From an optimization exercise on the open Yosys and OpenROAD flow, aimed at small area, a short achievable clock period and few clock cycles per item; shortcuts taken in it are not production practice. Only simulation tests tie the RTL to the original design; equivalence was not proved. Power is estimated from default activity; no workload was simulated.

==> flow/design.v (excerpt) <==
module per_cpu_preemption_tracker #(
	parameter int N_CPUS     = ppt_pkg::N_CPUS_DEF,
	parameter int DEPTH_BITS = ppt_pkg::DEPTH_BITS_DEF
) (
	input  logic                      clk,
	input  logic                      arst_n,
	input  logic                      cfg_wr_en,
	input  logic [ppt_pkg::CFG_W-1:0] cfg_wr_data,
	input  logic                      in_valid,
	output logic                      in_ready,
	input  logic [ppt_pkg::ACT_W-1:0] in_action,
	input  logic [ppt_pkg::CPU_W-1:0] in_cpu,
	input  logic [ppt_pkg::TICK_W-1:0] in_sleep_ticks,
	input  logic [ppt_pkg::TICK_W-1:0] in_wake_time,
	input  logic                      in_schedule_ok,
	output logic                      out_valid,
	input  logic                      out_ready,
	output logic [ppt_pkg::STAT_W-1:0] out_status,
	output logic                      out_sched_req,
	output logic                      out_preemptible,
	output logic [ppt_pkg::TICK_W-1:0] out_tick_count,
	output logic [ppt_pkg::TICK_W-1:0] out_switch_count
);
make LEC_CHECK=0 CAP_MARGIN=20 CORE_MARGIN=2 CORE_UTILIZATION=60 CTS_CLUSTER_DIAMETER=90 CTS_CLUSTER_SIZE=28 SETUP_SLACK_MARGIN=4.5 SLEW_MARGIN=20 SYNTH_HIERARCHICAL=1 finish   # period 8.0 ns
run.sh (not shown) runs the stock make flow with config.mk's settings and CLKGATE_MAP_FILE= SYNTH_SCRIPT=/design/flow/synth_recipe.tcl, a recipe that flattens the netlist after the stock synthesis.
Testbench counts at the start, summed over its fixed seeds: cycles 24,043, items 24,027.
Rerun with:
--- a/flow/config.mk
+++ b/flow/config.mk
@@ -9,3 +9,3 @@
 export CORE_MARGIN = 2
-export CORE_UTILIZATION = 60
+export CORE_UTILIZATION = 55
 export CTS_CLUSTER_DIAMETER = 90
Result:
- power stays flat
- sequential cell count is unchanged
- clock-buffer cell count grows by 8
- register-to-register slack gets better by 0.095 ns
- cell count grows by 2.1%
- design area barely changes
- first-iteration DRC count shrinks by 18%
Rerun with:
--- a/flow/config.mk
+++ b/flow/config.mk
@@ -10,4 +10,4 @@
 export CORE_UTILIZATION = 55
-export CTS_CLUSTER_DIAMETER = 90
-export CTS_CLUSTER_SIZE = 28
+export CTS_CLUSTER_DIAMETER = 80
+export CTS_CLUSTER_SIZE = 32
 export SETUP_SLACK_MARGIN = 4.5
=>
- global-route usage drops by 0.21 points
- utilization went up by 0.14 points
- non-clock buffer count falls by 19
- wire length shrinks by 0.51%
- cell count is about the same
- power came out higher by 1.8%
Rerun with:
--- a/flow/config.mk
+++ b/flow/config.mk
@@ -10,4 +10,4 @@
 export CORE_UTILIZATION = 55
-export CTS_CLUSTER_DIAMETER = 80
-export CTS_CLUSTER_SIZE = 32
+export CTS_CLUSTER_DIAMETER = 100
+export CTS_CLUSTER_SIZE = 24
 export SETUP_SLACK_MARGIN = 4.5
Global-route usage barely changes.
Total power goes down by about 1.2%.
Count of clock-buffer cells in the layout goes up by 58.
Utilization goes down by 0.16 points.
Design area is about the same.
Setup slack improved by 0.067 ns.
Combinational power goes up by about 1%.
Routed wire length hardly moves.
Register-to-register slack improved by 0.14 ns.
Die area is unchanged.

========
== the reference run ==
Starting RTL as in the previous note.
export LEC_CHECK = 0
export CAP_MARGIN = 20
export CORE_MARGIN = 2
export CORE_UTILIZATION = 60
export CTS_CLUSTER_DIAMETER = 100
export CTS_CLUSTER_SIZE = 24
export SETUP_SLACK_MARGIN = 4.5
export SLEW_MARGIN = 20
export SYNTH_HIERARCHICAL = 1
create_clock -name core_clock -period 8.0 [get_ports {clk}]
The reference run ended with every stage complete and zero timing, DRC or antenna violations.
Testbench counts of the reference run, summed over its fixed seeds: cycles 24,043, items 24,027.
The following lists how the trial run was set up differently from the reference run:
Settings: TNS_END_PERCENT newly set to 5; CORE_UTILIZATION changed from 60 to 55.
## What came out
- The flow did not stop early for the trial run: all stages ran, and the layout cleared the timing, design-rule and antenna checks.
- Taking the reference run as the reference, in the trial run total via count after detailed routing has decreased, wire length on met1 has increased, maximum number of pins on one net before global-route repair has decreased, average via count per standard cell has decreased.
- Fmax | the trial run vs the reference run | the trial run slower
- When the trial run is set beside the reference run, its sequential cell area share turns out to be 0.75 points larger.
- A endpoint of the worst setup timing path of u_dp.out_q[124]$_DFFE_PP_ is what the reference run shows, while out_tick_count[63] belongs to the trial run.
- Depth of the worst register-to-register path delta for the trial run relative to the reference run: 3 lower
- Diff the reference run -> the trial run: critical path depth saw a decrease; part of the total power dissipated in combinational logic down 0.3 points.
- The run showing the greater number of tap cells inserted is the trial run.

==> separate check: timing with driven ports <==
How much do the figures lean on ideal ports? The routed layouts below were timed once more, with nothing changed but the port constraints. Step 1 sets driving cells, clkbuf_16 on the clock port and buf_2 on the other inputs (assumed; they add their load-dependent delay and slew). Step 2 moves the port delays by t, midway between the first and last clock arrival at a register: inputs arrive t later, outputs are due t later. That takes back most of the time a late clock gives input paths. a / b / c = no drivers / after step 1 / after step 2; a / b = the first two.
| run | t (ns) | setup slack, ns | hold WS [ns] | pins driven straight from the clock port |
|---|---|---|---|---|
| the first run of note 1 | 0.963 | 4.333 / 4.319 / 3.551 | 0.508 / 0.508 / 0.508 | 1 |
| the second run of note 1 | 1.012 | 4.428 / 4.428 / 3.522 | 0.494 / 0.494 / 0.494 | 1 |
| the third run of note 1 | 1.010 | 4.311 / 4.311 / 3.522 | 0.504 / 0.504 / 0.504 | 1 |
| the fourth run of note 1 | 1.005 | 4.378 / 4.428 / 3.446 | 0.484 / 0.484 / 0.484 | 1 |
| the reference run | 0.990 | 4.358 / 4.365 / 3.447 | 0.495 / 0.495 / 0.495 | 1 |
| the trial run | 1.028 | 4.256 / 4.141 / 3.394 | 0.468 / 0.468 / 0.468 | 1 |
After both steps every run listed still meets setup and hold. The setup slack of the fourth run of note 1, which loses most, moves by +0.050 ns with the drivers and by -0.932 ns with both steps.
